Context: an optimization exercise on an open-source flow, tuned for small area, a short achievable clock period and few clock cycles. The choices shown serve that exercise and are no tape-out recipe. No functional check of the RTL was part of any run shown here. Power and IR drop assume default switching activity.

<file path="design.v">
package sgd_pkg;
    localparam int NUM_BANKS     = 2;    
    localparam int BITS_PER_BANK = 8;    
    localparam int X_WIDTH       = 32;
    localparam int A_WORD_W      = NUM_BANKS * BITS_PER_BANK;
    localparam int X_WORD_W      = BITS_PER_BANK * X_WIDTH;
    localparam int CFG_W         = 32;
    localparam int DOT_W         = 32;
    localparam int X_ADDR_W      = 6;
    localparam int BIT_IDX_W     = 5;
    localparam int EPOCH_W       = 10;
    localparam int GROUP_W       = CFG_W - 1;   
    localparam int CREDIT_W      = 8;
    localparam int FRAC_BITS     = 4;
    localparam int ACC_WIDTH     = X_WIDTH + FRAC_BITS;
    localparam int STAGES        = 3;
endpackage
import sgd_pkg::*;
module dot_control (
    input  logic                          clk,
    input  logic                          rst_n,
    input  logic                          started,
    input  logic [sgd_pkg::CFG_W-1:0]     number_of_epochs,
    input  logic [sgd_pkg::CFG_W-1:0]     number_of_samples,
    input  logic [sgd_pkg::CFG_W-1:0]     dimension,
    input  logic [sgd_pkg::CFG_W-1:0]     number_of_bits,
    input  logic [sgd_pkg::CREDIT_W-1:0]  x_wr_credit_counter,
    input  logic                          wr_en,
    output logic                          almost_full,
    output logic                          accept,
    output logic [sgd_pkg::X_ADDR_W-1:0]  x_rd_addr,
    output logic [sgd_pkg::BIT_IDX_W-1:0] word_bit,     
    output logic                          word_first,   
    output logic                          word_last     
);
    logic                  running;
    logic                  busy;        
    logic [BIT_IDX_W-1:0]  bit_idx;
    logic [X_ADDR_W-1:0]   chunk_idx;
    logic [GROUP_W-1:0]    group_idx;   
    logic [EPOCH_W-1:0]    epoch_idx;
    logic [CREDIT_W-1:0]   credit_idx;  
    logic [BIT_IDX_W-1:0]  bits_last;
    logic [X_ADDR_W-1:0]   chunks_last;
    logic [8:0]            dim_m1;
    logic                  last_bit;
    logic                  last_chunk;
    logic                  last_group;
    logic                  last_epoch;
    logic                  end_group;
    logic                  end_job;
    logic                  empty_job;
    logic [CREDIT_W-1:0]   credit_next;
    assign bits_last   = number_of_bits[BIT_IDX_W-1:0] - 1'b1;   
    assign dim_m1      = dimension[8:0] - 1'b1;
    assign chunks_last = dim_m1[8:3];
    assign empty_job   = (number_of_epochs[EPOCH_W-1:0] == '0) || (number_of_samples == '0);
    assign last_bit   = (bit_idx == bits_last);
    assign last_chunk = (chunk_idx == chunks_last);
    assign last_group = (group_idx + 1'b1 == number_of_samples[CFG_W-1:1]);
    assign last_epoch = (epoch_idx + 1'b1 == number_of_epochs[EPOCH_W-1:0]);
    assign accept    = wr_en && !almost_full;
    assign end_group = accept && last_bit && last_chunk;
    assign end_job   = end_group && last_group && last_epoch;
    assign credit_next = end_group ? credit_idx + 1'b1 : credit_idx;
    assign x_rd_addr  = chunk_idx;   
    assign word_bit   = bit_idx;
    assign word_first = (bit_idx == '0) && (chunk_idx == '0);
    assign word_last  = last_bit && last_chunk;
    always_ff @(posedge clk)
    begin
        if (!rst_n)
        begin
            busy        <= 1'b0;
            running     <= 1'b0;
            almost_full <= 1'b1;
            bit_idx     <= '0;
            chunk_idx   <= '0;
            group_idx   <= '0;
            epoch_idx   <= '0;
            credit_idx  <= '0;
        end
        else
        begin
            if (!busy)
            begin
                if (started)
                begin
                    busy        <= 1'b1;
                    running     <= !empty_job;
                    almost_full <= empty_job || (x_wr_credit_counter == '0);
                end
            end
            else
            begin
                almost_full <= !running || end_job || (x_wr_credit_counter == credit_next);
                if (end_job)
                    running <= 1'b0;
            end
            credit_idx <= credit_next;
            if (accept)
            begin
                bit_idx <= last_bit ? '0 : bit_idx + 1'b1;
                if (last_bit)
                begin
                    chunk_idx <= last_chunk ? '0 : chunk_idx + 1'b1;
                    if (last_chunk)
                    begin
                        group_idx <= last_group ? '0 : group_idx + 1'b1;
                        if (last_group)
                            epoch_idx <= epoch_idx + 1'b1;
                    end
                end
            end
        end
    end
endmodule
module full_adder (
    input  logic a,
    input  logic b,
    input  logic c,
    output logic s,
    output logic co
);
    assign s  = a ^ b ^ c;
    assign co = (a & b) | (a & c) | (b & c);
endmodule
import sgd_pkg::*;
module bank_accumulator (
    input  logic                              clk,
    input  logic [sgd_pkg::BITS_PER_BANK-1:0] a_bits,     
    input  logic [sgd_pkg::X_WORD_W-1:0]      x_data,     
    input  logic [sgd_pkg::BIT_IDX_W-1:0]     sum_bit,    
    input  logic                              term_first,
    output logic [sgd_pkg::DOT_W-1:0]         dot_product
);
    localparam int W = X_WIDTH;
    logic [W-1:0] m_n [BITS_PER_BANK];
    logic [W-1:0] s1, k1, s2, k2, s3, k3, s4, k4, s5, k5, u, v;
    logic [W-1:0] u_q, v_q;
    logic [W-1:0] sum_n;
    logic [W-1:0] sum_n_q;
    logic signed [ACC_WIDTH-1:0] widened;
    logic signed [ACC_WIDTH-1:0] shifted;
    logic signed [ACC_WIDTH-1:0] term_q;
    logic signed [ACC_WIDTH-1:0] acc;
    always_comb
        for (int j = 0; j < BITS_PER_BANK; j++)
            m_n[j] = ~({W{a_bits[j]}} & x_data[j*W +: W]);
    generate
        for (genvar i = 0; i < W - 1; i++)                                     
        begin : g_r1                                                            
            full_adder u_fa (.a(m_n[0][i]), .b(m_n[1][i]), .c(m_n[2][i]), .s(s1[i]), .co(k1[i+1])); 
        end                                                                     
        assign s1[W-1] = m_n[0][W-1] ^ m_n[1][W-1] ^ m_n[2][W-1];
        for (genvar i = 0; i < W - 1; i++)                                     
        begin : g_r2                                                            
            full_adder u_fa (.a(m_n[3][i]), .b(m_n[4][i]), .c(m_n[5][i]), .s(s2[i]), .co(k2[i+1])); 
        end                                                                     
        assign s2[W-1] = m_n[3][W-1] ^ m_n[4][W-1] ^ m_n[5][W-1];
        assign k1[0] = 1'b1;
        assign k2[0] = 1'b1;
        for (genvar i = 1; i < W - 1; i++)                                     
        begin : g_r3                                                            
            full_adder u_fa (.a(s1[i]), .b(k1[i]), .c(s2[i]), .s(s3[i]), .co(k3[i+1])); 
        end                                                                     
        assign s3[W-1] = s1[W-1] ^ k1[W-1] ^ s2[W-1];
        assign s3[0] = ~(s1[0] ^ s2[0]);
        assign k3[1] = s1[0] | s2[0];
        assign k3[0] = 1'b1;
        for (genvar i = 1; i < W - 1; i++)                                     
        begin : g_r4                                                            
            full_adder u_fa (.a(k2[i]), .b(m_n[6][i]), .c(m_n[7][i]), .s(s4[i]), .co(k4[i+1])); 
        end                                                                     
        assign s4[W-1] = k2[W-1] ^ m_n[6][W-1] ^ m_n[7][W-1];
        assign s4[0] = ~(m_n[6][0] ^ m_n[7][0]);
        assign k4[1] = m_n[6][0] | m_n[7][0];
        assign k4[0] = 1'b1;
        for (genvar i = 1; i < W - 1; i++)                                     
        begin : g_r5                                                            
            full_adder u_fa (.a(s3[i]), .b(k3[i]), .c(s4[i]), .s(s5[i]), .co(k5[i+1])); 
        end                                                                     
        assign s5[W-1] = s3[W-1] ^ k3[W-1] ^ s4[W-1];
        assign s5[0] = ~(s3[0] ^ s4[0]);
        assign k5[1] = s3[0] | s4[0];
        assign k5[0] = 1'b1;
        for (genvar i = 1; i < W - 1; i++)                                     
        begin : g_r6                                                            
            full_adder u_fa (.a(s5[i]), .b(k5[i]), .c(k4[i]), .s(u[i]), .co(v[i+1])); 
        end                                                                     
        assign u[W-1] = s5[W-1] ^ k5[W-1] ^ k4[W-1];
        assign u[0] = s5[0];
        assign v[1] = 1'b1;
        assign v[0] = 1'b1;
    endgenerate
    always_ff @(posedge clk)
    begin
        u_q <= u;
        v_q <= v;
    end
    assign sum_n = W'(({u_q, 1'b1} + {v_q, 1'b1}) >> 1);
    always_ff @(posedge clk)
        sum_n_q <= sum_n;
    assign widened = {~sum_n_q, {FRAC_BITS{1'b0}}};            
    assign shifted = widened >>> ({1'b0, sum_bit} + 6'd1);     
    always_ff @(posedge clk)
        term_q <= shifted;
    always_ff @(posedge clk)
        acc <= (term_first ? '0 : acc) + term_q;
    assign dot_product = acc[ACC_WIDTH-1 -: DOT_W];   
endmodule
import sgd_pkg::*;
module sgd_dot_product (
    input  logic                             clk,
    input  logic                             rst_n,
    input  logic                             started,
    input  logic [sgd_pkg::CFG_W-1:0]        number_of_epochs,
    input  logic [sgd_pkg::CFG_W-1:0]        number_of_samples,
    input  logic [sgd_pkg::CFG_W-1:0]        dimension,
    input  logic [sgd_pkg::CFG_W-1:0]        number_of_bits,
    input  logic [sgd_pkg::A_WORD_W-1:0]     dispatch_axb_a_data,
    input  logic                             dispatch_axb_a_wr_en,
    output logic                             dispatch_axb_a_almost_full,
    input  logic [sgd_pkg::CREDIT_W-1:0]     x_wr_credit_counter,
    output logic [sgd_pkg::X_ADDR_W-1:0]     x_rd_addr,
    input  logic [sgd_pkg::X_WORD_W-1:0]     x_rd_data,
    output logic [sgd_pkg::NUM_BANKS*sgd_pkg::DOT_W-1:0] dot_product,   
    output logic [sgd_pkg::NUM_BANKS-1:0]    dot_product_valid
);
    logic                  accept;
    logic [BIT_IDX_W-1:0]  word_bit;
    logic                  word_first;
    logic                  word_last;
    logic [A_WORD_W-1:0]   a_word;
    logic [BIT_IDX_W-1:0]  bit_q   [STAGES];
    logic                  first_q [STAGES+1];
    logic                  last_q  [STAGES+1];
    logic                  out_valid;
    dot_control u_ctrl (
        .clk                 (clk),
        .rst_n               (rst_n),
        .started             (started),
        .number_of_epochs    (number_of_epochs),
        .number_of_samples   (number_of_samples),
        .dimension           (dimension),
        .number_of_bits      (number_of_bits),
        .x_wr_credit_counter (x_wr_credit_counter),
        .wr_en               (dispatch_axb_a_wr_en),
        .almost_full         (dispatch_axb_a_almost_full),
        .accept              (accept),
        .x_rd_addr           (x_rd_addr),
        .word_bit            (word_bit),
        .word_first          (word_first),
        .word_last           (word_last)
    );
    always_ff @(posedge clk)
        a_word <= accept ? dispatch_axb_a_data : '0;
    always_ff @(posedge clk)
    begin
        bit_q[0] <= word_bit;
        for (int i = 1; i < STAGES; i++)
            bit_q[i] <= bit_q[i-1];
        if (!rst_n)
        begin
            for (int i = 0; i <= STAGES; i++)
            begin
                first_q[i] <= 1'b0;
                last_q[i]  <= 1'b0;
            end
            out_valid <= 1'b0;
        end
        else
        begin
            first_q[0] <= accept && word_first;
            last_q[0]  <= accept && word_last;
            for (int i = 1; i <= STAGES; i++)
            begin
                first_q[i] <= first_q[i-1];
                last_q[i]  <= last_q[i-1];
            end
            out_valid <= last_q[STAGES];   
        end
    end
    genvar b;
    generate
        for (b = 0; b < NUM_BANKS; b++)
        begin : g_bank
            bank_accumulator u_bank (
                .clk         (clk),
                .a_bits      (a_word[b*BITS_PER_BANK +: BITS_PER_BANK]),
                .x_data      (x_rd_data),
                .sum_bit     (bit_q[STAGES-1]),
                .term_first  (first_q[STAGES]),
                .dot_product (dot_product[b*DOT_W +: DOT_W])
            );
            assign dot_product_valid[b] = out_valid;
        end
    endgenerate
endmodule
</file>
<file path="constraint.sdc">
create_clock -name core_clock -period 5.0 [get_ports {clk}]
set_input_delay 1.0000 -clock core_clock [delete_from_list [all_inputs] [get_ports {clk}]]
set_output_delay 1.0000 -clock core_clock [all_outputs]
set_load 0.01 [all_outputs]
</file>
<file path="run.sh">
#!/bin/bash
# synth_recipe.tcl (not shown) runs the flow's synth.tcl, then flattens the netlist and writes it again
# the make line also repeats each setting of config.mk as NAME=value (left out here)
make -C /OpenROAD-flow-scripts/flow DESIGN_CONFIG=/design/flow/config.mk WORK_HOME=/design/flow/orfs CLKGATE_MAP_FILE= SYNTH_SCRIPT=/design/flow/synth_recipe.tcl finish
</file>
<file path="config.mk">
export PLATFORM = sky130hd
export DESIGN_NAME = sgd_dot_product
export DESIGN_NICKNAME = sgd_dot_product
export VERILOG_FILES = /design/flow/design.v
export SDC_FILE = /design/flow/constraint.sdc
export NUM_CORES = 4
export LEC_CHECK = 0
export ABC_CLOCK_PERIOD_IN_PS = 2500
export CAP_MARGIN = 20
export CORE_MARGIN = 2
export CORE_UTILIZATION = 40
export SETUP_SLACK_MARGIN = 2.0
export SLEW_MARGIN = 20
export SYNTH_HIERARCHICAL = 1
export SYNTH_MINIMUM_KEEP_SIZE = 0
</file>
==> results.json, run 1 <==
{
  "status": "complete, no violations",
  "placeableCoreArea_mm2": 0.0854,
  "die_x_um": 298,
  "syn_nets": 4808,
  "yosys.area.top_type_share_pct": 25.2,
  "cts-root-buf": "clkbuf_16",
  "cts.htree.levels": 2,
  "grt.total_usage_pct": 23.1,
  "power.leakage_nw": 15.4,
  "vias": 29300,
  "cp_max_fo": 3,
  "p_clk_share_pct": 22.0,
  "nets": 5174,
  "arrival_ps": 3720,
  "area_delta_synth_final_pct": 28.7,
  "finClkSkew_ps": 42.2,
  "grt_pass1_wl_um": 163000,
  "swShare_pct": 38.9,
  "drt_iter0_drc": 2023,
  "pwr-share-seq_pct": 27.6,
  "routed_wl_um": 108000,
  "comb_power_share_pct": 50.4,
  "slew_viol_final": 0,
  "synth_top_area_cell": "dfxtp_1",
  "synth_edf_count": 0,
  "hold_violations": 0,
  "whs_path_depth": 0,
  "p_sw_mw": 7.07,
  "worst_setup_path_end_kind": "flip-flop",
  "drc": 0,
  "cts_tree": "done",
  "slowest_delay_ps": 510,
  "clock_sinks": 435,
  "postSynthAreaPerCell_um2": 8.90,
  "ys_seq_elements": 435,
  "post_drt_wl_per_cell_um": 19.8,
  "tightest_slew_ps": 857,
  "syn_inst": 3884,
  "die-area_mm2": 0.0887,
  "clk_latency_ps": 620,
  "clk_pin_slew_ps": 70,
  "ys_seq_area_share_pct": 25.2,
  "ys_warn_count": 17,
  "start_util_pct": 40.4,
  "cap_viol_max_count": 0,
  "cts_made_buffers": 51,
  "peakVddDrop_mv": 0.371,
  "postSynth.asyncResetShare_pct": 0,
  "maxSlewHeadroom_pct": 41.4,
  "drt_pass1_iterations": 5,
  "path_cells": "clkdlybuf4s50_1, xnor2_1, or4_4, a221o_1, nor4_2, nand4_1, or2_4, or4_1, a21oi_1",
  "ys_types": 91,
  "post-route-util_pct": 52.1,
  "final-setup-viol-count": 0,
  "antenna_found_initial": 11,
  "fmax_ghz": 0.313,
  "powerDensity_mw_per_mm2": 409,
  "netlist_top_cells_area": "dfxtp_1 25%, fa_1 21%, nand2_1 8.4%",
  "grt_pass1_vias": 29300,
  "critical_path_class": "in2reg",
  "globalRoute.totalOverflow": 0,
  "gp_congestion": 0.905,
  "grt_max_degree": 51,
  "dp_hpwl_um": 81200,
  "fin_crit_ps": 3190,
  "hold_path_class": "reg2reg",
  "reg2reg_depth": 9,
  "clk_path_buf_depth": 3,
  "syn_area_mm2": 0.0345,
  "io_pins": 485,
  "rows": 107,
  "setup_tns_ps": 0,
  "worstPathRequired_ps": 5520,
  "drive_above_1_share_pct": 18.0,
  "rsz0062_at_grt": "yes",
  "viasPerCell": 5.40,
  "cp-start-kind": "input port",
  "p_int_mw": 11.1,
  "cp_slowest_cell": "clkdlybuf4s50_1",
  "die_h_um": 298,
  "synth_ff_type": "dfxtp_1",
  "final_antenna_net_count": 0,
  "fin_crit_sh_pct": 63.9,
  "port-buffer-count": 412
}
[per-layer routing]
metal  routed length [µm]  track usage (%)  vias up
met5                   27                0        -
met4                 3500             7.04        4
li1                     -                -    14000
met1                47100             31.5    14200
met2                49800             37.6     1001
met3                 7230             3.88      191
[power groups by stage]
stage          Combinational (mW)  Clock (mW)  Sequential [mW]
5_1_grt                      10.1        4.23             5.11
2_1_floorplan                6.19           0             4.78
3_5_place_dp                 8.11           0             5.09
3_3_place_gp                 8.08           0             5.08
6_report                     9.17        4.01             5.01
4_1_cts                      8.37        4.10             5.00
[stage by stage]
stage          worst slack (ps)  power (mW)  hold WS, ps  cell area (µm²)  std cells
5_1_grt                    1740        19.4          336            44500       5434
3_3_place_gp                739        13.2          312            40300       5220
4_1_cts                    1810        17.5          326            43200       5376
3_5_place_dp                695        13.2          312            40300       5220
2_1_floorplan              1440        11.0          310            35600       3884
6_report                   1810        18.2          325            44500       5437
[worst paths after layout]
| kind | start | end | slack, ps |
|---|---|---|---|
| setup reg to reg | u_ctrl.group_idx[14] | u_ctrl.epoch_idx[9] | 1820 |
| hold reg to reg | g_bank[1].u_bank.u_q[0] | g_bank[1].u_bank.sum_n_q[0] | 330 |
| hold / removal | g_bank[1].u_bank.u_q[0] | g_bank[1].u_bank.sum_n_q[0] | 330 |
| setup / recovery | number_of_samples[27] | u_ctrl.epoch_idx[9] | 1810 |
[per-module statistics from Yosys (local to each module, per instance)]
module / copies in the design / cell area, µm² / flops+latches
bank_accumulator: 2 / 10300 / 166
dot_control: 1 / 5590 / 63
sgd_dot_product: 1 / 1000 / 40
full_adder: 364 / 20.0 / 0
[repair_timing]
action | in CTS | in global routing
gates resized for setup | 416 | 193
setup buffers | 60 | 51
setup endpoints to repair | 277 | 158
hold buffers | 0 | 0
cloned | 3 | 7
pin swaps | 168 | 98
[layout make-up]
| type | instances | area [µm²] |
|---|---|---|
| diodes | 3 | 7.51 |
| clock buffers | 67 | 1460 |
| clock inverters | 26 | 374 |
| fillers | 7975 | 40900 |
| inverters | 84 | 323 |
| multi-input cells | 3096 | 26400 |
| flip-flops and latches | 435 | 8810 |
| well taps | 1144 | 1430 |
| repair buffers | 580 | 5700 |
| repair inverters | 2 | 15.0 |
[cell families after synthesis]
logic type	Yosys count	synth area share [%]
XOR/XNOR	224	5.76
AO/OA/AOI/OAI	744	13.5
adder cells (fa/ha/maj)	512	26.5
flip-flops	435	25.2
multiplexers	124	4.32
buffers and inverters	353	4.72
AND/OR/NAND/NOR	1492	20.0
[cells in the final DEF (no fill, tap or decap), types with 58 or more instances in the layout]
cell             Yosys  layout
xnor2_1            145     140
fa_1               368     299
xor2_1              77      69
nand2_4              0      65
fa_2                 0      69
a21oi_1            204     191
nand3_1             99      95
nor2b_1             94      85
dfxtp_1            435     397
nand2_1            774     638
clkbuf_16            0      58
clkdlybuf4s50_1      0     211
nand2_2              0      63
ha_1               144     125
dlygate4sd2_1        0     174
mux2i_1             86      85
o21ai_0            243     203
nor2_1             205     197
inv_1               84      82
buf_4               69     118
[registers in the layout, indices dropped and copies added (netlist names)]
| name | flops |
|---|---|
| a_word | 16 |
| bit_q | 15 |
| first_q | 4 |
| g_bank.u_bank.acc | 72 |
| g_bank.u_bank.sum_n_q | 64 |
| g_bank.u_bank.term_q | 72 |
| g_bank.u_bank.u_q | 64 |
| g_bank.u_bank.v_q | 60 |
| last_q | 4 |
| out_valid | 1 |
| u_ctrl.almost_full | 1 |
| u_ctrl.bit_idx | 5 |
| u_ctrl.busy | 1 |
| u_ctrl.chunk_idx | 6 |
| u_ctrl.credit_idx | 8 |
| u_ctrl.epoch_idx | 10 |
| u_ctrl.group_idx | 31 |
| u_ctrl.running | 1 |
[cell usage after synthesis (all sizes together), types with 16 or more instances]
library cell,number
a211oi,27
a21o,45
a21oi,208
a31oi,22
and2,41
and3,16
buf,98
clkbuf,171
dfxtp,435
fa,368
ha,144
inv,84
mux2,20
mux2i,86
mux4,18
nand2,774
nand2b,26
nand3,100
nand4,42
nor2,205
nor2b,94
nor3,44
nor4,57
nor4b,20
o211ai,36
o21ai,253
or3,25
xnor2,145
xor2,77
[worst max-delay path: cells and delay by family]
| kind | cells | cell delay [ps] |
|---|---|---|
| and+or+nand+nor | 5 | 1520 |
| xor gates and xnor gates | 1 | 180 |
| buffers and inverters | 1 | 510 |
| AOI/OAI and AO/OA | 2 | 500 |
==> run 2, diff against run 1 <==
--- a/config.mk
+++ b/config.mk
@@ -5,11 +5,9 @@
 export SDC_FILE = /design/flow/constraint.sdc
 export NUM_CORES = 4
 export LEC_CHECK = 0
-export ABC_CLOCK_PERIOD_IN_PS = 2500
 export CAP_MARGIN = 20
 export CORE_MARGIN = 2
 export CORE_UTILIZATION = 40
-export SETUP_SLACK_MARGIN = 2.0
 export SLEW_MARGIN = 20
 export SYNTH_HIERARCHICAL = 1
 export SYNTH_MINIMUM_KEEP_SIZE = 0
==> run 2 against run 1 <==
  * Core utilization decreased by 3.8 points
  * Critical path depth is 1 higher
  * Global-route usage down 0.80 points
  * Largest cell class unchanged
==> results.json, run 2 <==
{
  "cts.htree.levels": 2,
  "hold_violations": 0,
  "worst_setup_path_end_kind": "flip-flop",
  "postSynthAreaPerCell_um2": 8.90,
  "drive_above_1_share_pct": 6.32,
  "final_common_cell": "nand2_1",
  "io_pins": 485,
  "status": "complete, no violations",
  "worstPathRequired_ps": 5530,
  "synth_edf_count": 0,
  "comb_power_share_pct": 47.3,
  "cts_made_buffers": 52,
  "finClkSkew_ps": 33.2,
  "cp_slowest_cell": "or4_1",
  "cts-root-buf": "clkbuf_16",
  "port-buffer-count": 412,
  "fillers": 8188,
  "finalPower_mw": 17.3,
  "die_h_um": 298,
  "die-area_mm2": 0.0887,
  "critical_path_class": "reg2reg",
  "p_sw_mw": 6.59,
  "ys_seq_area_share_pct": 25.2,
  "nets": 5055,
  "tightest_slew_ps": 997,
  "maxSlewHeadroom_pct": 33.5,
  "synth_ff_type": "dfxtp_1",
  "p_int_mw": 10.7,
  "clock_sinks": 435,
  "area_delta_synth_final_pct": 19.2,
  "hold_path_class": "reg2reg",
  "drt_iter0_drc": 1914,
  "synthTopCellsByCount": "774 x nand2_1, 435 x dfxtp_1, 368 x fa_1, 243 x o21ai_0, 205 x nor2_1",
  "rows": 107,
  "vias": 28700,
  "routed_wl_um": 101000,
  "cp_max_fo": 9,
  "die_x_um": 298,
  "arrival_ps": 4580,
  "grt.total_usage_pct": 22.3,
  "gp_congestion": 0.928,
  "drc": 0,
  "pwr-share-seq_pct": 28.8,
  "clk_latency_ps": 610,
  "setup_tns_ps": 0,
  "placeableCoreArea_mm2": 0.0854,
  "cts_hold_buf": 0,
  "fmax_ghz": 0.247,
  "syn_area_mm2": 0.0345,
  "syn_inst": 3884,
  "grt_pass1_wl_um": 158000,
  "viasPerCell": 5.39,
  "post_drt_wl_per_cell_um": 18.9,
  "final_cell_mix": "774 x nand2_1, 433 x dfxtp_1, 412 x clkdlybuf4s50_1, 368 x fa_1, 243 x o21ai_0",
  "power.leakage_nw": 13.3,
  "ys_types": 91,
  "powerDensity_mw_per_mm2": 420,
  "globalRoute.totalOverflow": 0,
  "reg_top3": "g_bank.u_bank.acc x72, g_bank.u_bank.term_q x72",
  "path_cells": "ha_1, nand4_1, or4_1, o41ai_1, o211ai_1, nor4_1, nand4_1, or2_1, or4_1, a21oi_1",
  "clk_path_buf_depth": 3,
  "dp_hpwl_um": 79900,
  "ctsResizeCount": 0,
  "netlist_top_cells_area": "dfxtp_1 25%, fa_1 21%, nand2_1 8.4%",
  "final-setup-viol-count": 0,
  "cap_viol_max_count": 0,
  "synth_top_area_cell": "dfxtp_1",
  "final_antenna_net_count": 0,
  "multi_input_area_mm2": 0.0243,
  "cp-start-kind": "flip-flop",
  "fin_crit_ps": 4050,
  "ys_seq_elements": 435,
  "seqCellArea_mm2": 0.00871,
  "post_cts_buffers": 0,
  "rsz0062_at_grt": "no",
  "drt_pass1_iterations": 5,
  "grt_max_degree": 68,
  "cp.buffers_inverters": 0,
  "critical_path.top_delay_family": "simple AND/OR/NAND/NOR gates",
  "yosysMostFrequentCell": "nand2_1",
  "start_util_pct": 40.4,
  "peakVddDrop_mv": 0.353,
  "clk_pin_slew_ps": 60,
  "cts_tree": "done",
  "swShare_pct": 38.2,
  "p_clk_share_pct": 23.9,
  "syn_nets": 4808,
  "slowest_delay_ps": 740,
  "yosys.area.top_type_share_pct": 25.2,
  "ys_warn_count": 17,
  "antenna_found_initial": 6,
  "fin_crit_sh_pct": 81.0,
  "grt_pass1_vias": 28800,
  "postSynth.asyncResetShare_pct": 0,
  "slew_viol_final": 0
}
==> run 2: cell count changes in the layout (fill, tap and decap cells not counted), moves of 30 or more <==
cell and change:
dlygate4sd2_1 -174, nand2_1 +136, dfxtp_1 +36, clkdlybuf4s50_1 +201
nand2_4 -65, o21ai_0 +40, buf_4 -70, fa_2 -69
o21ai_1 -30, fa_1 +69, nand2_2 -63
==> run 2: worst reg2reg max path, cell delays in order, from the launching register on <==
cell	delay, ps
dfxtp_1	470
ha_1	450
nand4_1	460
or4_1	740
o41ai_1	270
o211ai_1	160
nor4_1	260
nand4_1	130
or2_1	340
or4_1	520
a21oi_1	180
==> run 2: layer usage <==
layer  track usage, %  up-vias  part of all wire (%)
met2             36.5     1007                    46
met4             6.82        8                   2.8
met1             30.7    13700                    45
met5                0        -                 0.056
met3             2.92      174                   6.5
li1                 -    13800                     -
==> run 2: power by group through the flow <==
stage | Combinational [mW] | Clock [mW] | Sequential (mW)
floorplan | 6.20 | 0 | 4.78
global placement | 8.09 | 0 | 5.03
detailed placement | 8.13 | 0 | 5.04
CTS | 8.18 | 4.24 | 4.97
global route | 9.11 | 4.37 | 5.07
finish | 8.18 | 4.13 | 4.97
==> run 2: logic make-up (layout without fill, tap and decap cells) <==
kind of cell | after synthesis | count (layout) | share of synthesized area (%)
muxes | 124 | 124 | 4.32
buffers and inverters | 353 | 644 | 4.72
adders and majority gates | 512 | 512 | 26.5
other | 0 | 3 | 0
and+or+nand+nor | 1492 | 1492 | 20.0
DFF | 435 | 435 | 25.2
AOI/OAI and AO/OA | 744 | 744 | 13.5
xor gates and xnor gates | 224 | 224 | 5.76
==> run 2: stage by stage <==
| step | utilization [%] | instances | hold slack (ps) | setup slack, ps | area [µm²] |
|---|---|---|---|---|---|
| finish | 48.2 | 5322 | 323 | 949 | 41200 |
| global placement | 46.0 | 5220 | 312 | 809 | 39300 |
| global route | 48.2 | 5320 | 334 | 694 | 41200 |
| detailed placement | 46.0 | 5220 | 312 | 776 | 39300 |
| CTS | 48.2 | 5318 | 323 | 1010 | 41200 |
| floorplan | - | 3884 | 310 | 1350 | 34500 |
==> run 2: final timing paths <==
path	from	end	slack (ps)	cells after the start
worst max-delay path	u_ctrl.group_idx[1]	u_ctrl.epoch_idx[9]	950	10
worst min-delay path	bit_q[0][1]	bit_q[1][1]	320	0
worst max register to register	u_ctrl.group_idx[1]	u_ctrl.epoch_idx[9]	950	10
worst min register to register	bit_q[0][1]	bit_q[1][1]	320	0
==> run 2: area by class of cell <==
| class | instances | share of cell area (%) |
|---|---|---|
| Multi-Input combinational cell | 3096 | 59.0 |
| Sequential cell | 435 | 21.2 |
| Timing Repair Buffer | 462 | 11.0 |
| Tap cell | 1144 | 3.48 |
| Clock buffer | 63 | 3.46 |
| Clock inverter | 35 | 1.15 |
| Inverter | 84 | 0.766 |
| Antenna cell | 3 | 0.0182 |
==> run 2: per-module statistics from Yosys (local to each module, per instance) <==
| module | flops+latches | cells |
|---|---|---|
| bank_accumulator | 166 | 1337 |
| dot_control | 63 | 778 |
| full_adder | 0 | 1 |
| sgd_dot_product | 40 | 68 |
==> run 3, diff against run 2 <==
--- a/design.v
+++ b/design.v
@@ -16,6 +16,16 @@
     localparam int STAGES        = 3;
 endpackage
 import sgd_pkg::*;
+module word_reg (
+    input  logic                              clk,
+    input  logic                              accept,
+    input  logic [sgd_pkg::BITS_PER_BANK-1:0] d,
+    output logic [sgd_pkg::BITS_PER_BANK-1:0] q
+);
+    always_ff @(posedge clk)
+        q <= accept ? d : '0;
+endmodule
+import sgd_pkg::*;
 module dot_control (
     input  logic                          clk,
     input  logic                          rst_n,
@@ -37,8 +47,8 @@
     logic                  busy;        
     logic [BIT_IDX_W-1:0]  bit_idx;
     logic [X_ADDR_W-1:0]   chunk_idx;
-    logic [GROUP_W-1:0]    group_idx;   
-    logic [EPOCH_W-1:0]    epoch_idx;
+    logic [GROUP_W-1:0]    group_left;  
+    logic [EPOCH_W-1:0]    epoch_left;  
     logic [CREDIT_W-1:0]   credit_idx;  
     logic [BIT_IDX_W-1:0]  bits_last;
     logic [X_ADDR_W-1:0]   chunks_last;
@@ -57,8 +67,8 @@
     assign empty_job   = (number_of_epochs[EPOCH_W-1:0] == '0) || (number_of_samples == '0);
     assign last_bit   = (bit_idx == bits_last);
     assign last_chunk = (chunk_idx == chunks_last);
-    assign last_group = (group_idx + 1'b1 == number_of_samples[CFG_W-1:1]);
-    assign last_epoch = (epoch_idx + 1'b1 == number_of_epochs[EPOCH_W-1:0]);
+    assign last_group = (group_left == GROUP_W'(1));
+    assign last_epoch = (epoch_left == EPOCH_W'(1));
     assign accept    = wr_en && !almost_full;
     assign end_group = accept && last_bit && last_chunk;
     assign end_job   = end_group && last_group && last_epoch;
@@ -76,8 +86,8 @@
             almost_full <= 1'b1;
             bit_idx     <= '0;
             chunk_idx   <= '0;
-            group_idx   <= '0;
-            epoch_idx   <= '0;
+            group_left  <= '0;
+            epoch_left  <= '0;
             credit_idx  <= '0;
         end
         else
@@ -87,6 +97,8 @@
                 if (started)
                 begin
                     busy        <= 1'b1;
+                    group_left  <= number_of_samples[CFG_W-1:1];
+                    epoch_left  <= number_of_epochs[EPOCH_W-1:0];
                     running     <= !empty_job;
                     almost_full <= empty_job || (x_wr_credit_counter == '0);
                 end
@@ -106,9 +118,9 @@
                     chunk_idx <= last_chunk ? '0 : chunk_idx + 1'b1;
                     if (last_chunk)
                     begin
-                        group_idx <= last_group ? '0 : group_idx + 1'b1;
+                        group_left <= last_group ? number_of_samples[CFG_W-1:1] : group_left - 1'b1;
                         if (last_group)
-                            epoch_idx <= epoch_idx + 1'b1;
+                            epoch_left <= epoch_left - 1'b1;
                     end
                 end
             end
@@ -128,25 +140,40 @@
 import sgd_pkg::*;
 module bank_accumulator (
     input  logic                              clk,
-    input  logic [sgd_pkg::BITS_PER_BANK-1:0] a_bits,     
+    input  logic                              accept,     
+    input  logic [sgd_pkg::BITS_PER_BANK-1:0] a_data,     
     input  logic [sgd_pkg::X_WORD_W-1:0]      x_data,     
-    input  logic [sgd_pkg::BIT_IDX_W-1:0]     sum_bit,    
-    input  logic                              term_first,
+    input  logic [sgd_pkg::BIT_IDX_W-1:0]     bit_d,      
+    input  logic                              first_d,    
     output logic [sgd_pkg::DOT_W-1:0]         dot_product
 );
     localparam int W = X_WIDTH;
+    localparam int SLICES = 4;            
+    localparam int SLICE_W = W / SLICES;   
+    logic [BITS_PER_BANK-1:0] a_bits [SLICES];
+    logic [BIT_IDX_W-1:0]     sum_bit;     
+    logic                     term_first;  
     logic [W-1:0] m_n [BITS_PER_BANK];
     logic [W-1:0] s1, k1, s2, k2, s3, k3, s4, k4, s5, k5, u, v;
     logic [W-1:0] u_q, v_q;
     logic [W-1:0] sum_n;
     logic [W-1:0] sum_n_q;
-    logic signed [ACC_WIDTH-1:0] widened;
     logic signed [ACC_WIDTH-1:0] shifted;
     logic signed [ACC_WIDTH-1:0] term_q;
     logic signed [ACC_WIDTH-1:0] acc;
+    for (genvar c = 0; c < SLICES; c++)
+    begin : g_word
+        word_reg u_word (
+            .clk    (clk),
+            .accept (accept),
+            .d      (a_data),
+            .q      (a_bits[c])
+        );
+    end
     always_comb
         for (int j = 0; j < BITS_PER_BANK; j++)
-            m_n[j] = ~({W{a_bits[j]}} & x_data[j*W +: W]);
+            for (int i = 0; i < W; i++)
+                m_n[j][i] = ~(a_bits[i / SLICE_W][j] & x_data[j*W + i]);
     generate
         for (genvar i = 0; i < W - 1; i++)                                     
         begin : g_r1                                                            
@@ -200,11 +227,28 @@
     end
     assign sum_n = W'(({u_q, 1'b1} + {v_q, 1'b1}) >> 1);
     always_ff @(posedge clk)
+    begin
         sum_n_q <= sum_n;
-    assign widened = {~sum_n_q, {FRAC_BITS{1'b0}}};            
-    assign shifted = widened >>> ({1'b0, sum_bit} + 6'd1);     
+        sum_bit <= bit_d;
+    end
+    logic [ACC_WIDTH-1:0] sh [6];
+    assign sh[0] = {~sum_n_q[W-1], ~sum_n_q, {(FRAC_BITS-1){1'b0}}};
+    for (genvar k = 0; k < BIT_IDX_W; k++)
+    begin : g_shift
+        for (genvar i = 0; i < ACC_WIDTH; i++)
+        begin : g_bit
+            if (i + (1 << k) < ACC_WIDTH)
+                assign sh[k+1][i] = sum_bit[k] ? sh[k][i + (1 << k)] : sh[k][i];
+            else
+                assign sh[k+1][i] = sum_bit[k] ? sh[k][ACC_WIDTH-1] : sh[k][i];
+        end
+    end
+    assign shifted = sh[BIT_IDX_W];
     always_ff @(posedge clk)
-        term_q <= shifted;
+    begin
+        term_q     <= shifted;
+        term_first <= first_d;
+    end
     always_ff @(posedge clk)
         acc <= (term_first ? '0 : acc) + term_q;
     assign dot_product = acc[ACC_WIDTH-1 -: DOT_W];   
@@ -231,9 +275,8 @@
     logic [BIT_IDX_W-1:0]  word_bit;
     logic                  word_first;
     logic                  word_last;
-    logic [A_WORD_W-1:0]   a_word;
-    logic [BIT_IDX_W-1:0]  bit_q   [STAGES];
-    logic                  first_q [STAGES+1];
+    logic [BIT_IDX_W-1:0]  bit_q   [2];
+    logic                  first_q [3];
     logic                  last_q  [STAGES+1];
     logic                  out_valid;
     dot_control u_ctrl (
@@ -254,30 +297,25 @@
         .word_last           (word_last)
     );
     always_ff @(posedge clk)
-        a_word <= accept ? dispatch_axb_a_data : '0;
-    always_ff @(posedge clk)
     begin
         bit_q[0] <= word_bit;
-        for (int i = 1; i < STAGES; i++)
-            bit_q[i] <= bit_q[i-1];
+        bit_q[1] <= bit_q[0];
         if (!rst_n)
         begin
-            for (int i = 0; i <= STAGES; i++)
-            begin
+            for (int i = 0; i < 3; i++)
                 first_q[i] <= 1'b0;
-                last_q[i]  <= 1'b0;
-            end
+            for (int i = 0; i <= STAGES; i++)
+                last_q[i] <= 1'b0;
             out_valid <= 1'b0;
         end
         else
         begin
             first_q[0] <= accept && word_first;
             last_q[0]  <= accept && word_last;
-            for (int i = 1; i <= STAGES; i++)
-            begin
+            for (int i = 1; i < 3; i++)
                 first_q[i] <= first_q[i-1];
-                last_q[i]  <= last_q[i-1];
-            end
+            for (int i = 1; i <= STAGES; i++)
+                last_q[i] <= last_q[i-1];
             out_valid <= last_q[STAGES];   
         end
     end
@@ -287,10 +325,11 @@
         begin : g_bank
             bank_accumulator u_bank (
                 .clk         (clk),
-                .a_bits      (a_word[b*BITS_PER_BANK +: BITS_PER_BANK]),
+                .accept      (accept),
+                .a_data      (dispatch_axb_a_data[b*BITS_PER_BANK +: BITS_PER_BANK]),
                 .x_data      (x_rd_data),
-                .sum_bit     (bit_q[STAGES-1]),
-                .term_first  (first_q[STAGES]),
+                .bit_d       (bit_q[1]),
+                .first_d     (first_q[2]),
                 .dot_product (dot_product[b*DOT_W +: DOT_W])
             );
             assign dot_product_valid[b] = out_valid;
==> flow/run.sh (new file) <==
#!/bin/bash
# The standard layout (standard.sh, the standard flow's own ORFS flow), except that
# the port buffers are the plain sky130_fd_sc_hd__buf_1 rather than the
# buffer_ports default (a delay buffer); every port still gets one.
set -euo pipefail
echo 'export BUFFER_PORTS_ARGS = -buffer_cell sky130_fd_sc_hd__buf_1' >> config.mk
export BUFFER_PORTS_ARGS="-buffer_cell sky130_fd_sc_hd__buf_1"
cp standard.sh standard_sh.txt
bash standard.sh > standard.log 2>&1
==> standard.sh (new file) <==
#!/bin/bash
# synth_recipe.tcl (not shown) runs the flow's synth.tcl, then flattens the netlist and writes it again
# the make line also repeats each setting of config.mk as NAME=value (left out here)
make -C /OpenROAD-flow-scripts/flow DESIGN_CONFIG=/design/flow/config.mk WORK_HOME=/design/flow/orfs CLKGATE_MAP_FILE= SYNTH_SCRIPT=/design/flow/synth_recipe.tcl "${@:-finish}"
--- a/config.mk
+++ b/config.mk
@@ -7,7 +7,11 @@
 export LEC_CHECK = 0
 export CAP_MARGIN = 20
 export CORE_MARGIN = 2
-export CORE_UTILIZATION = 40
+export CORE_UTILIZATION = 50
+export CTS_BUF_LIST = sky130_fd_sc_hd__clkbuf_8
+export CTS_CLUSTER_SIZE = 30
+export SETUP_SLACK_MARGIN = 1.5
 export SLEW_MARGIN = 20
 export SYNTH_HIERARCHICAL = 1
 export SYNTH_MINIMUM_KEEP_SIZE = 0
+export BUFFER_PORTS_ARGS = -buffer_cell sky130_fd_sc_hd__buf_1
removed: run.sh
==> run 3 against run 2 <==
  * Register-to-register slack better by 760 ps
  * Sequential share of layout area up 4.9 points
  * Clock power down 7.0%
  * Die area down 21%
  * Wire length down 6.0%
  * Core utilization up 7.6 points
  * Clock skew about the same
  * Count of clock-buffer cells in the layout up 43
  * Power down 8.0%
  * Hold slack worse by 8.8 ps
  * Non-clock buffer count down 35
  * Global-route usage up 4.5 points
==> results.json, run 3 <==
{
  "die_x_um": 265,
  "arrival_ps": 3850,
  "tightest_slew_ps": 1040,
  "peakVddDrop_mv": 0.212,
  "syn_nets": 4567,
  "fin_crit_ps": 3300,
  "clk_pin_slew_ps": 60,
  "area_delta_synth_final_pct": 10.2,
  "final_antenna_net_count": 0,
  "setup_tns_ps": 0,
  "placeableCoreArea_mm2": 0.0674,
  "fin_crit_sh_pct": 65.9,
  "syn_area_mm2": 0.0341,
  "drt_pass1_iterations": 5,
  "drc": 0,
  "rows": 95,
  "finClkSkew_ps": 32.8,
  "dp_hpwl_um": 76700,
  "cp.buffers_inverters": 1,
  "cp-start-kind": "flip-flop",
  "yosys.area.top_type_share_pct": 28.7,
  "start_util_pct": 50.7,
  "multi_input_area_mm2": 0.0229,
  "fillers": 6292,
  "final-setup-viol-count": 0,
  "gp_congestion": 0.966,
  "syn_inst": 3643,
  "powerDensity_mw_per_mm2": 422,
  "die-area_mm2": 0.0704,
  "seqCellArea_mm2": 0.00979,
  "status": "complete, no violations",
  "routed_wl_um": 94500,
  "grt.met2_usage_pct": 43.3,
  "cts_hold_buf": 0,
  "cp_slowest_cell": "fa_1",
  "netlist_top_cells_area": "dfxtp_1 29%, fa_1 22%, nand2_1 8.2%",
  "cp_max_fo": 36,
  "cts_tree": "done",
  "path_cells": "buf_6, nor2b_1, ha_1, fa_1, a21o_1, nand4_1, a21boi_1, a22o_2, a31oi_4, o21ai_2, a21oi_2, nor3_1, or3b_1",
  "maxSlewHeadroom_pct": 30.5,
  "postSynth.asyncResetShare_pct": 0,
  "top_usage_layer": "met2",
  "hold_violations": 0,
  "cts_made_buffers": 85,
  "final_common_cell": "nand2_1",
  "ys_warn_count": 21,
  "clk_latency_ps": 680,
  "hold_path_class": "reg2reg",
  "ys_seq_elements": 489,
  "die_h_um": 265,
  "clk_path_buf_depth": 3,
  "worst_setup_path_end_kind": "flip-flop",
  "vias": 26800,
  "ys_types": 87,
  "met3_usage_pct": 6.26,
  "grt_pass1_vias": 26800,
  "io_pins": 485,
  "synthTopCellsByCount": "746 x nand2_1, 489 x dfxtp_1, 368 x fa_1, 207 x nor2_1, 163 x o21ai_0",
  "worstPathRequired_ps": 5560,
  "post-route-util_pct": 55.8,
  "met1_usage_pct": 35.6,
  "critical_path.top_delay_family": "compound AO/OA/AOI/OAI gates",
  "post_drt_wl_per_cell_um": 19.4,
  "slew_viol_final": 0,
  "final_cell_mix": "744 x nand2_1, 486 x dfxtp_1, 412 x buf_1, 368 x fa_1, 207 x nor2_1",
  "grt_max_degree": 73,
  "post_cts_buffers": 0,
  "postSynthAreaPerCell_um2": 9.37,
  "synth_top_area_cell": "dfxtp_1",
  "viasPerCell": 5.51,
  "grt.total_usage_pct": 26.8,
  "reg_top3": "g_bank.u_bank.acc x72, g_bank.u_bank.term_q x72",
  "ys_seq_area_share_pct": 28.7,
  "nets": 4850,
  "yosysMostFrequentCell": "nand2_1",
  "antenna_found_initial": 15,
  "critical_path_class": "reg2reg",
  "synth_edf_count": 0,
  "synth_ff_type": "dfxtp_1",
  "cts.htree.levels": 3,
  "drive_above_1_share_pct": 6.79,
  "cap_viol_max_count": 0,
  "fmax_ghz": 0.303,
  "ctsResizeCount": 0,
  "globalRoute.totalOverflow": 0,
  "drt_iter0_drc": 1993,
  "port-buffer-count": 412,
  "power.leakage_nw": 12.5,
  "clock_sinks": 489,
  "slowest_delay_ps": 420,
  "rsz0062_at_grt": "no",
  "cts-root-buf": "clkbuf_8",
  "grt_pass1_wl_um": 147000
}
==> run 3: worst paths after layout <==
path	from	end	slack (ps)	cells past startpoint
worst min-delay path	g_bank[1].u_bank.u_q[0]	g_bank[1].u_bank.sum_n_q[0]	310	0
worst min register to register	g_bank[1].u_bank.u_q[0]	g_bank[1].u_bank.sum_n_q[0]	310	0
worst max-delay path	g_bank[1].u_bank.term_first	g_bank[1].u_bank.acc[32]	1700	13
worst max register to register	g_bank[1].u_bank.term_first	g_bank[1].u_bank.acc[32]	1700	13
==> run 3: where the power goes <==
part	total [mW]	switching (mW)	leakage (nW)	internal (mW)
Combinational	6.74	3.82	7.43	2.92
Sequential	5.32	0.526	4.04	4.79
Clock	3.84	1.70	0.990	2.14
Total	15.9	6.04	12.5	9.85
==> run 3: through the flow <==
stage                     std cells  instance area, µm²  setup slack (ps)  total power, mW  hold slack, ps
after floorplan                3643               34200              1540             10.7             310
after global placement         4712               35800               862             12.1             312
after detailed placement       4712               35800               848             12.1             313
after CTS                      4864               37600              1550             16.0             327
after global routing           4866               37600              1520             17.1             329
final                          4870               37600              1700             15.9             314
==> run 3: area by class of cell <==
cell class	instances	area share [%]
multi-input cells	2839	60.9
repair buffers	427	4.43
well taps	873	2.90
inverters	84	0.838
flip-flops and latches	489	26.0
diodes	6	0.0399
clock buffers	106	3.88
clock inverters	46	0.951
==> run 3: cells by family (layout without fill, tap and decap cells) <==
| logic type | after synthesis | in the layout | synth area share, % |
|---|---|---|---|
| mux | 87 | 87 | 4.13 |
| other cells | 0 | 6 | 0 |
| xor+xnor | 159 | 159 | 4.08 |
| fa+ha+maj | 512 | 512 | 26.9 |
| flops | 489 | 489 | 28.7 |
| buf+inv | 315 | 663 | 4.24 |
| compound gates | 680 | 680 | 13.3 |
| simple gates | 1401 | 1401 | 18.7 |
==> run 3: Yosys stat by module (local to each module, per instance) <==
module,cells,times used,area [µm²],flops+latches
bank_accumulator,1288,2,10300,172
dot_control,547,1,4090,63
sgd_dot_product,28,1,433,18
word_reg,16,8,210,8
full_adder,1,364,20.0,0
==> run 3: layer usage <==
layer | vias up | part of all wire [%]
met1 | 12900 | 44
met2 | 842 | 46
met4 | 20 | 3.2
met5 | - | 0.15
li1 | 12900 | -
met3 | 194 | 7.0
==> run 4, diff against run 3 <==
--- a/design.v
+++ b/design.v
@@ -61,10 +61,8 @@
     logic                  end_job;
     logic                  empty_job;
     logic [CREDIT_W-1:0]   credit_next;
-    assign bits_last   = number_of_bits[BIT_IDX_W-1:0] - 1'b1;   
-    assign dim_m1      = dimension[8:0] - 1'b1;
-    assign chunks_last = dim_m1[8:3];
-    assign empty_job   = (number_of_epochs[EPOCH_W-1:0] == '0) || (number_of_samples == '0);
+    assign dim_m1    = dimension[8:0] - 1'b1;
+    assign empty_job = (number_of_epochs[EPOCH_W-1:0] == '0) || (number_of_samples == '0);
     assign last_bit   = (bit_idx == bits_last);
     assign last_chunk = (chunk_idx == chunks_last);
     assign last_group = (group_left == GROUP_W'(1));
@@ -97,6 +95,8 @@
                 if (started)
                 begin
                     busy        <= 1'b1;
+                    bits_last   <= number_of_bits[BIT_IDX_W-1:0] - 1'b1;   
+                    chunks_last <= dim_m1[8:3];
                     group_left  <= number_of_samples[CFG_W-1:1];
                     epoch_left  <= number_of_epochs[EPOCH_W-1:0];
                     running     <= !empty_job;
--- a/config.mk
+++ b/config.mk
@@ -10,7 +10,7 @@
 export CORE_UTILIZATION = 50
 export CTS_BUF_LIST = sky130_fd_sc_hd__clkbuf_8
 export CTS_CLUSTER_SIZE = 30
-export SETUP_SLACK_MARGIN = 1.5
+export SETUP_SLACK_MARGIN = 1.0
 export SLEW_MARGIN = 20
 export SYNTH_HIERARCHICAL = 1
 export SYNTH_MINIMUM_KEEP_SIZE = 0
==> run 4 against run 3 <==
  * Highest routed layer unchanged
  * Critical path type unchanged
  * Worst setup slack worse by 340 ps
  * Hold slack worse by 15 ps
  * Clock power grew 12%
==> results.json, run 4 <==
{
  "netlist_top_cells_area": "dfxtp_1 28%, fa_1 21%, nand2_1 8.3%",
  "dpl_cell_area_mm2": 0.0361,
  "final-setup-viol-count": 0,
  "r2r_setup_slack_ps": 1370,
  "cts-root-buf": "clkbuf_8",
  "ys_seq_area_share_pct": 29.4,
  "drt_pass1_iterations": 6,
  "vias": 27000,
  "grt_pass1_vias": 27000,
  "startpoint": "g_bank[1].u_bank.term_first",
  "drc": 0,
  "clock_sinks": 500,
  "cts_tree": "done",
  "power.leakage_nw": 12.8,
  "ys_warn_count": 21,
  "finClkSkew_ps": 26.1,
  "comb_power_share_pct": 42.8,
  "drt_iter0_drc": 1891,
  "postSynth.asyncResetShare_pct": 0,
  "setup_tns_ps": 0,
  "yosysMostFrequentCell": "nand2_1",
  "syn_nets": 4570,
  "clk_pin_slew_ps": 60,
  "r2r-end": "g_bank[1].u_bank.acc[31]",
  "synth_edf_count": 11,
  "drive_above_1_share_pct": 6.99,
  "final_antenna_net_count": 0,
  "worstPathRequired_ps": 5580,
  "swShare_pct": 38.1,
  "p_sw_mw": 6.56,
  "slew_viol_final": 0,
  "placeableCoreArea_mm2": 0.0683,
  "antenna_found_initial": 14,
  "start_util_pct": 50.4,
  "ctsResizeCount": 0,
  "status": "complete, no violations",
  "area_delta_synth_final_pct": 10.7,
  "fin_crit_ps": 3630,
  "final_cell_mix": "758 x nand2_1, 487 x dfxtp_1, 412 x buf_1, 368 x fa_1, 206 x nor2_1",
  "synth_ff_type": "dfxtp_1",
  "ys_types": 92,
  "maxSlewHeadroom_pct": 29.2,
  "grt.total_usage_pct": 26.6,
  "slowest_delay_ps": 870,
  "gp_congestion": 0.961,
  "io_pins": 485,
  "routed_wl_um": 94200,
  "globalRoute.totalOverflow": 0,
  "hold_violations": 0,
  "grt_max_degree": 74,
  "ys_seq_elements": 500,
  "fmax_ghz": 0.275,
  "peakVddDrop_mv": 0.227,
  "die_h_um": 266,
  "r2r-start": "g_bank[1].u_bank.term_first",
  "tightest_slew_ps": 1060,
  "rows": 96,
  "synth_top_area_cell": "dfxtp_1",
  "port-buffer-count": 412,
  "arrival_ps": 4220,
  "finalPower_mw": 17.2,
  "post-route-util_pct": 55.8,
  "dp_hpwl_um": 75800,
  "cap_viol_max_count": 0,
  "cp-start-kind": "flip-flop",
  "reg2reg_depth": 11,
  "cts_made_buffers": 87,
  "powerDensity_mw_per_mm2": 452,
  "cp-endpoint": "g_bank[1].u_bank.acc[31]",
  "fin_crit_sh_pct": 72.7,
  "die_x_um": 266,
  "hold_path_class": "reg2reg",
  "post_drt_wl_per_cell_um": 19.2,
  "rsz0062_at_grt": "no",
  "p_int_mw": 10.7,
  "post_cts_buffers": 0,
  "grt_pass1_wl_um": 147000,
  "p_clk_share_pct": 24.9,
  "worst_setup_path_end_kind": "flip-flop",
  "pwr-share-seq_pct": 32.4,
  "syn_inst": 3646,
  "viasPerCell": 5.51,
  "cp_max_fo": 22,
  "cts.htree.levels": 3,
  "cts_hold_buf": 0,
  "final_common_cell": "nand2_1",
  "critical_path_class": "reg2reg",
  "cp_slowest_cell": "dfxtp_1",
  "postSynthAreaPerCell_um2": 9.45,
  "path_cells": "buf_4, nor2b_1, ha_1, a21oi_1, o21a_1, o21ai_0, nor3b_1, a211o_1, o211ai_2, nand2_1, a311oi_1",
  "finalInstanceArea_mm2": 0.0381,
  "hold_ws_ps": 299,
  "clk_latency_ps": 690,
  "clk_path_buf_depth": 3,
  "syn_area_mm2": 0.0344,
  "reg_top3": "g_bank.u_bank.acc x72, g_bank.u_bank.term_q x72",
  "die-area_mm2": 0.0710,
  "synthTopCellsByCount": "758 x nand2_1, 489 x dfxtp_1, 368 x fa_1, 206 x nor2_1, 154 x o21ai_0",
  "yosys.area.top_type_share_pct": 28.4,
  "nets": 4858
}
## run 4: how the worst min path moves through the flow
stage                            start                           to  cells past startpoint
3_5_place_dp               bit_q[0][1]                  bit_q[1][1]                      0
2_1_floorplan              bit_q[0][0]                  bit_q[1][0]                      0
4_1_cts        g_bank[1].u_bank.u_q[0]  g_bank[1].u_bank.sum_n_q[0]                      0
5_1_grt        g_bank[1].u_bank.u_q[0]  g_bank[1].u_bank.sum_n_q[0]                      0
6_report       g_bank[1].u_bank.u_q[0]  g_bank[1].u_bank.sum_n_q[0]                      0
3_3_place_gp               bit_q[0][2]                  bit_q[1][2]                      0
## run 4: cell families after synthesis
group | synth area share (%)
AOI/OAI and AO/OA | 12.5
xor gates and xnor gates | 4.30
adders and majority gates | 26.6
buffers and inverters | 4.21
DFF | 29.4
muxes | 4.16
and+or+nand+nor | 18.8
## run 4: worst max-delay path: cells and delay by family, from the launching register on
kind / cells / cell delay [ps]
AO/OA/AOI/OAI: 6 / 1560
buffers and inverters: 1 / 350
adder cells (fa/ha/maj): 1 / 340
flip-flops: 1 / 870
AND/OR/NAND/NOR: 3 / 410
## run 4: through the flow
step | instances | setup slack, ps
floorplan | 3646 | 1520
global placement | 4727 | 1340
detailed placement | 4727 | 1350
CTS | 4887 | 1280
global route | 4895 | 1020
finish | 4896 | 1370
## run 4: power by group through the flow
stage	Sequential [mW]	Clock, mW	Combinational [mW]
4_1_cts	5.59	4.40	7.39
3_3_place_gp	5.66	0	7.33
3_5_place_dp	5.66	0	7.35
2_1_floorplan	5.37	0	6.05
6_report	5.58	4.29	7.37
5_1_grt	5.69	4.59	8.26
## run 4: Yosys stat by module, one instance, submodules excluded
module | times used | flops+latches
bank_accumulator | 2 | 172
dot_control | 1 | 74
full_adder | 364 | 0
sgd_dot_product | 1 | 18
word_reg | 8 | 8
## run 4: metal layers
| metal | vias to the layer above | routed length [µm] | track usage, % |
|---|---|---|---|
| li1 | 13000 | - | - |
| met5 | - | 72 | 0 |
| met2 | 825 | 43500 | 43.0 |
| met4 | 12 | 2520 | 8.38 |
| met1 | 13000 | 41600 | 35.3 |
| met3 | 168 | 6570 | 6.34 |
## run 4: final cells by class
type / instances / area, µm²
antenna: 9 / 22.5
clock buffer: 103 / 1420
clock inverter: 57 / 592
fill: 6455 / 30200
inverter: 84 / 315
multi-input combinational: 2833 / 22900
sequential: 500 / 10100
tap: 882 / 1100
timing repair buffer: 428 / 1670
==> run 5, diff against run 4 <==
--- a/config.mk
+++ b/config.mk
@@ -10,7 +10,7 @@
 export CORE_UTILIZATION = 50
 export CTS_BUF_LIST = sky130_fd_sc_hd__clkbuf_8
 export CTS_CLUSTER_SIZE = 30
-export SETUP_SLACK_MARGIN = 1.0
+export SETUP_SLACK_MARGIN = 1.5
 export SLEW_MARGIN = 20
 export SYNTH_HIERARCHICAL = 1
 export SYNTH_MINIMUM_KEEP_SIZE = 0
==> run 5 against run 4 <==
  * Design area about the same
  * Core utilization about the same
  * Synthesized area unchanged
  * Non-clock buffer count unchanged
  * Die area unchanged
  * Critical path depth increased by 2
  * Still clean
  * Sequential power about the same
  * Critical endpoint is now g_bank[0].u_bank.sum_n_q[24]
  * Clock skew increased by 0.70 ps
==> results.json, run 5 <==
{
  "status": "complete, no violations",
  "final-setup-viol-count": 0,
  "powerDensity_mw_per_mm2": 452,
  "synth_ff_type": "dfxtp_1",
  "post_drt_wl_per_cell_um": 19.2,
  "final_common_cell": "nand2_1",
  "comb_power_share_pct": 42.8,
  "synth_edf_count": 11,
  "hold_violations": 0,
  "cp-start-kind": "flip-flop",
  "ctsResizeCount": 2,
  "clk_latency_ps": 690,
  "post_cts_buffers": 0,
  "clk_pin_slew_ps": 60,
  "syn_inst": 3646,
  "finClkSkew_ps": 26.8,
  "p_sw_mw": 6.56,
  "drive_above_1_share_pct": 7.07,
  "cts.htree.levels": 3,
  "setup_ws_ps": 1710,
  "cts_made_buffers": 87,
  "vias": 26900,
  "worst_setup_path_end_kind": "flip-flop",
  "die_h_um": 266,
  "hold_path_class": "reg2reg",
  "setup_tns_ps": 0,
  "finalPower_mw": 17.2,
  "io_pins": 485,
  "cts_hold_buf": 0,
  "postSynthAreaPerCell_um2": 9.45,
  "maxSlewHeadroom_pct": 29.5,
  "finalInstanceArea_mm2": 0.0381,
  "clock_sinks": 500,
  "yosysMostFrequentCell": "nand2_1",
  "grt_max_degree": 74,
  "yosys.area.top_type_share_pct": 28.4,
  "synth_top_area_cell": "dfxtp_1",
  "fmax_ghz": 0.304,
  "globalRoute.totalOverflow": 0,
  "start_util_pct": 50.4,
  "pre_cts_ws_ps": 1350,
  "grt_pass1_vias": 27000,
  "drt_pass1_iterations": 7,
  "fin_crit_ps": 3290,
  "final_cell_mix": "758 x nand2_1, 485 x dfxtp_1, 412 x buf_1, 368 x fa_1, 206 x nor2_1",
  "clk_path_buf_depth": 3,
  "die-area_mm2": 0.0710,
  "ys_types": 92,
  "cap_viol_max_count": 0,
  "syn_area_mm2": 0.0344,
  "area_delta_synth_final_pct": 10.7,
  "power.leakage_nw": 12.8,
  "viasPerCell": 5.50,
  "arrival_ps": 3810,
  "peakVddDrop_mv": 0.227,
  "port-buffer-count": 412,
  "final_antenna_net_count": 0,
  "synthTopCellsByCount": "758 x nand2_1, 489 x dfxtp_1, 368 x fa_1, 206 x nor2_1, 154 x o21ai_0",
  "critical_path_class": "reg2reg",
  "syn_nets": 4570,
  "rows": 96,
  "routed_wl_um": 94100,
  "ys_seq_elements": 500,
  "hold_ws_ps": 298,
  "slew_viol_final": 0,
  "p_int_mw": 10.7,
  "netlist_top_cells_area": "dfxtp_1 28%, fa_1 21%, nand2_1 8.3%",
  "dpl_cell_area_mm2": 0.0361,
  "swShare_pct": 38.1,
  "antenna_found_initial": 14,
  "postSynth.asyncResetShare_pct": 0,
  "die_x_um": 266,
  "drc": 0,
  "grt_pass1_wl_um": 147000,
  "drt_iter0_drc": 1949,
  "r2r_setup_slack_ps": 1710,
  "tightest_slew_ps": 1060,
  "fillers": 6455,
  "p_clk_share_pct": 24.9,
  "fin_crit_sh_pct": 65.8,
  "ys_warn_count": 21,
  "ys_seq_area_share_pct": 29.4,
  "cp_max_fo": 5,
  "nets": 4858,
  "dp_hpwl_um": 75800,
  "placeableCoreArea_mm2": 0.0683,
  "cts-root-buf": "clkbuf_8",
  "worstPathRequired_ps": 5520,
  "reg_top3": "g_bank.u_bank.acc x72, g_bank.u_bank.term_q x72",
  "pwr-share-seq_pct": 32.3,
  "rsz0062_at_grt": "no",
  "cts_tree": "done",
  "gp_congestion": 0.961,
  "grt.total_usage_pct": 26.6
}
## run 5: area by class of cell
cell class / instances / area, µm² / share of cell area, %
antenna: 11 / 27.5 / 0.0722
tap: 882 / 1100 / 2.89
inverter: 84 / 315 / 0.827
multi-input combinational: 2833 / 22900 / 60.0
timing repair buffer: 428 / 1670 / 4.37
clock buffer: 103 / 1420 / 3.72
sequential: 500 / 10100 / 26.6
clock inverter: 57 / 592 / 1.55
## run 5: worst paths after layout
path | startpoint | endpoint | cells past startpoint
max | g_bank[0].u_bank.u_q[2] | g_bank[0].u_bank.sum_n_q[24] | 13
min | g_bank[1].u_bank.u_q[0] | g_bank[1].u_bank.sum_n_q[0] | 0
max reg2reg | g_bank[0].u_bank.u_q[2] | g_bank[0].u_bank.sum_n_q[24] | 13
min reg2reg | g_bank[1].u_bank.u_q[0] | g_bank[1].u_bank.sum_n_q[0] | 0
## run 5: per-layer routing
| layer | part of all wire, % | wire length (µm) | global-route usage [%] |
|---|---|---|---|
| met3 | 6.9 | 6540 | 6.34 |
| met5 | 0.064 | 60 | 0 |
| met2 | 46 | 43400 | 43.0 |
| met1 | 44 | 41500 | 35.3 |
| met4 | 2.8 | 2660 | 8.38 |
## run 5: critical path, stage by stage, from the launching register on
cell and delay (ps):
dfxtp_1 290, inv_1 50, ha_1 190, inv_1 70, fa_1 400, a21o_1 190
a21oi_2 220, o21ai_2 100, a311oi_1 380, o21ai_2 190, o21ai_2 210, a31oi_4 120
mux2i_1 140, or4_1 570
## run 5: Yosys stat by module (local to each module, per instance)
module	cells	flip-flops and latches	copies in the design
word_reg	16	8	8
full_adder	1	0	364
bank_accumulator	1288	172	2
dot_control	550	74	1
sgd_dot_product	28	18	1
## run 5: cell families (layout without fill, tap and decap cells)
family                   after synthesis  after routing  share of synthesized area [%]
AO/OA/AOI/OAI                        644            644                           12.5
XOR/XNOR                             169            169                           4.30
adder cells (fa/ha/maj)              512            512                           26.6
buffers and inverters                313            672                           4.21
flip-flops                           500            500                           29.4
multiplexers                          89             89                           4.16
other                                  0             11                              0
AND/OR/NAND/NOR                     1419           1419                           18.8
## run 5: power groups by stage
stage                     logic [mW]  clock network (mW)  registers (mW)
after global placement          7.33                   0            5.66
after CTS                       7.39                4.40            5.59
after global routing            8.27                4.59            5.69
after floorplan                 6.05                   0            5.37
after detailed placement        7.35                   0            5.66
final                           7.38                4.29            5.58
## run 5: per-stage QoR
stage	cells	utilization [%]
3_3_place_gp	4727	52.8
4_1_cts	4887	55.7
6_report	4898	55.8
5_1_grt	4895	55.8
2_1_floorplan	3646	-
3_5_place_dp	4727	52.8
==> run 6, diff against run 5 <==
--- a/config.mk
+++ b/config.mk
@@ -10,7 +10,7 @@
 export CORE_UTILIZATION = 50
 export CTS_BUF_LIST = sky130_fd_sc_hd__clkbuf_8
 export CTS_CLUSTER_SIZE = 30
-export SETUP_SLACK_MARGIN = 1.5
+export SETUP_SLACK_MARGIN = 2.0
 export SLEW_MARGIN = 20
 export SYNTH_HIERARCHICAL = 1
 export SYNTH_MINIMUM_KEEP_SIZE = 0
==> run 6 against run 5 <==
  * Hold slack better by 23 ps
  * Final cell count is 0.61% higher
  * Flip-flop and latch count unchanged
  * Global-route usage increased by 0.78 points
  * Count of clock-buffer cells in the layout is 10 higher
  * Sequential share of layout area fell by 0.76 points
  * Critical path depth shrank 8
  * Maximum frequency rose by 10%
  * First-iteration DRC count shrank 18%
  * Register-to-register slack improved by 310 ps
  * Still clean
  * Sequential power barely moved
==> results.json, run 6 <==
{
  "viasPerCell": 5.49,
  "syn_inst": 3646,
  "hold_violations": 0,
  "synth-xor-area-share_pct": 4.30,
  "clk_path_buf_depth": 3,
  "synthAdderAreaFrac_pct": 26.6,
  "syn_area_mm2": 0.0344,
  "die_h_um": 266,
  "multi_input_area_mm2": 0.0237,
  "status": "complete, no violations",
  "yosys.area.top_type_share_pct": 28.4,
  "ys_warn_count": 21,
  "clk_latency_ps": 700,
  "drt_pass1_iterations": 7,
  "maxSlewHeadroom_pct": 28.7,
  "nets": 4887,
  "peakVddDrop_mv": 0.294,
  "port-buffer-count": 412,
  "pre_cts_ws_ps": 1140,
  "cts_tree": "done",
  "start_util_pct": 50.4,
  "fin_crit_sh_pct": 59.6,
  "cts.htree.levels": 3,
  "top_usage_layer": "met2",
  "cp-start-kind": "flip-flop",
  "die_x_um": 266,
  "area_delta_synth_final_pct": 14.4,
  "cap_viol_max_count": 0,
  "finClkSkew_ps": 44.5,
  "routed_wl_um": 98200,
  "syn_nets": 4570,
  "slew_viol_final": 0,
  "fmax_ghz": 0.336,
  "grt_max_degree": 75,
  "die-area_mm2": 0.0710,
  "met1_usage_pct": 35.7,
  "tightest_slew_ps": 1070,
  "drt_iter0_drc": 1591,
  "cts_hold_buf": 0,
  "yosysMostFrequentCell": "nand2_1",
  "placeableCoreArea_mm2": 0.0683,
  "synth_ff_type": "dfxtp_1",
  "rsz0062_at_grt": "yes",
  "ys_types": 92,
  "hold_ws_ps": 321,
  "synth_compound_area_share_pct": 12.5,
  "dp_hpwl_um": 77700,
  "grt_pass1_vias": 27000,
  "fillers": 6169,
  "drive_above_1_share_pct": 12.4,
  "grt_pass1_wl_um": 150000,
  "vias": 27100,
  "setup_tns_ps": 0,
  "drc": 0,
  "synthSimpleGateAreaFrac_pct": 18.8,
  "synth_edf_count": 11,
  "cp_max_fo": 8,
  "synth_top_area_cell": "dfxtp_1",
  "met3_usage_pct": 7.18,
  "final_cell_mix": "670 x nand2_1, 459 x dfxtp_1, 412 x buf_1, 329 x fa_1, 205 x nor2_1",
  "reg_top3": "g_bank.u_bank.acc x72, g_bank.u_bank.term_q x72",
  "globalRoute.totalOverflow": 0,
  "dp_cells": 4725,
  "post_drt_wl_per_cell_um": 19.9,
  "synth_top_family_by_area": "adder cells",
  "final_antenna_net_count": 0,
  "power.leakage_nw": 13.5,
  "setup_ws_ps": 2020,
  "io_pins": 485,
  "grt.total_usage_pct": 27.4,
  "cts-root-buf": "clkbuf_8",
  "antenna_found_initial": 23,
  "seqCellArea_mm2": 0.0102,
  "synth.area.mux_share_pct": 4.16,
  "final-setup-viol-count": 0,
  "fin_crit_ps": 2980,
  "ys_seq_area_share_pct": 29.4,
  "gp_congestion": 0.968,
  "hold_path_class": "reg2reg",
  "worstPathRequired_ps": 5540,
  "postSynth.asyncResetShare_pct": 0,
  "worst_setup_path_end_kind": "flip-flop",
  "cts_made_buffers": 87,
  "postSynthAreaPerCell_um2": 9.45,
  "powerDensity_mw_per_mm2": 451,
  "clock_sinks": 500,
  "final_common_cell": "nand2_1",
  "clk_pin_slew_ps": 60,
  "ys_seq_elements": 500,
  "grt.met2_usage_pct": 44.3,
  "netlist_top_cells_area": "dfxtp_1 28%, fa_1 21%, nand2_1 8.3%",
  "synthTopCellsByCount": "758 x nand2_1, 489 x dfxtp_1, 368 x fa_1, 206 x nor2_1, 154 x o21ai_0",
  "arrival_ps": 3510,
  "fin_cells": 4928,
  "critical_path_class": "reg2reg",
  "rows": 96
}
==> run 6: cell counts after synthesis <==
No cell type changed its count.
==> run 6: cell families after synthesis <==
logic type      after synthesis
compound gates              644
xor+xnor                    169
flops                       500
mux                          89
simple gates               1419
buf+inv                     313
fa+ha+maj                   512
==> run 6: power breakdown <==
part	internal, mW	switching (mW)
clock network	2.56	1.78
registers	4.99	0.601
logic	3.45	4.38
==> run 6: critical path: stages (launching register included) <==
cell,delay [ps]
dfxtp_1,580
nand2_1,130
fa_1,540
fa_1,440
fa_1,620
fa_2,520
==> run 6: final cells by class <==
class / instances / area share (%)
flip-flops and latches: 500 / 25.8
clock buffers: 113 / 3.95
clock inverters: 46 / 1.29
multi-input cells: 2833 / 60.3
repair inverters: 1 / 0.0222
well taps: 882 / 2.80
inverters: 84 / 0.867
repair buffers: 456 / 4.93
diodes: 13 / 0.0826
==> run 6: worst paths after layout <==
check        slack, ps                       end                              startpoint  cells after the start
max reg2reg       2020  g_bank[1].u_bank.u_q[30]  g_bank[1].u_bank.g_word[3].u_word.q[0]                      5
min                320               bit_q[1][1]                             bit_q[0][1]                      0
min reg2reg        320               bit_q[1][1]                             bit_q[0][1]                      0
max               2020  g_bank[1].u_bank.u_q[30]  g_bank[1].u_bank.g_word[3].u_word.q[0]                      5
==> run 6: timing repair <==
action / in CTS / in global routing
resized for setup: 37 / 62
cloned: 0 / 2
setup endpoints to repair: 133 / 80
pin swaps: 11 / 29
setup buffers: 12 / 17
==> run 6: Yosys stat by module, one instance, submodules excluded <==
module            copies in the design  cells
sgd_dot_product                      1     28
word_reg                             8     16
full_adder                         364      1
bank_accumulator                     2   1288
dot_control                          1    550
==> run 6: through the flow <==
stage | utilization [%] | power (mW) | instance area, µm²
final | 57.7 | 17.8 | 39400
after floorplan | - | 11.4 | 35000
after detailed placement | 53.6 | 13.0 | 36600
after global placement | 53.6 | 13.0 | 36600
after global routing | 57.6 | 19.0 | 39400
after CTS | 57.0 | 17.6 | 38900
==> run 6: metal layers <==
metal,wire (µm),share of wire (%)
met1,42000,43
met4,3050,3.1
met2,45700,47
met5,158,0.16
met3,7320,7.5
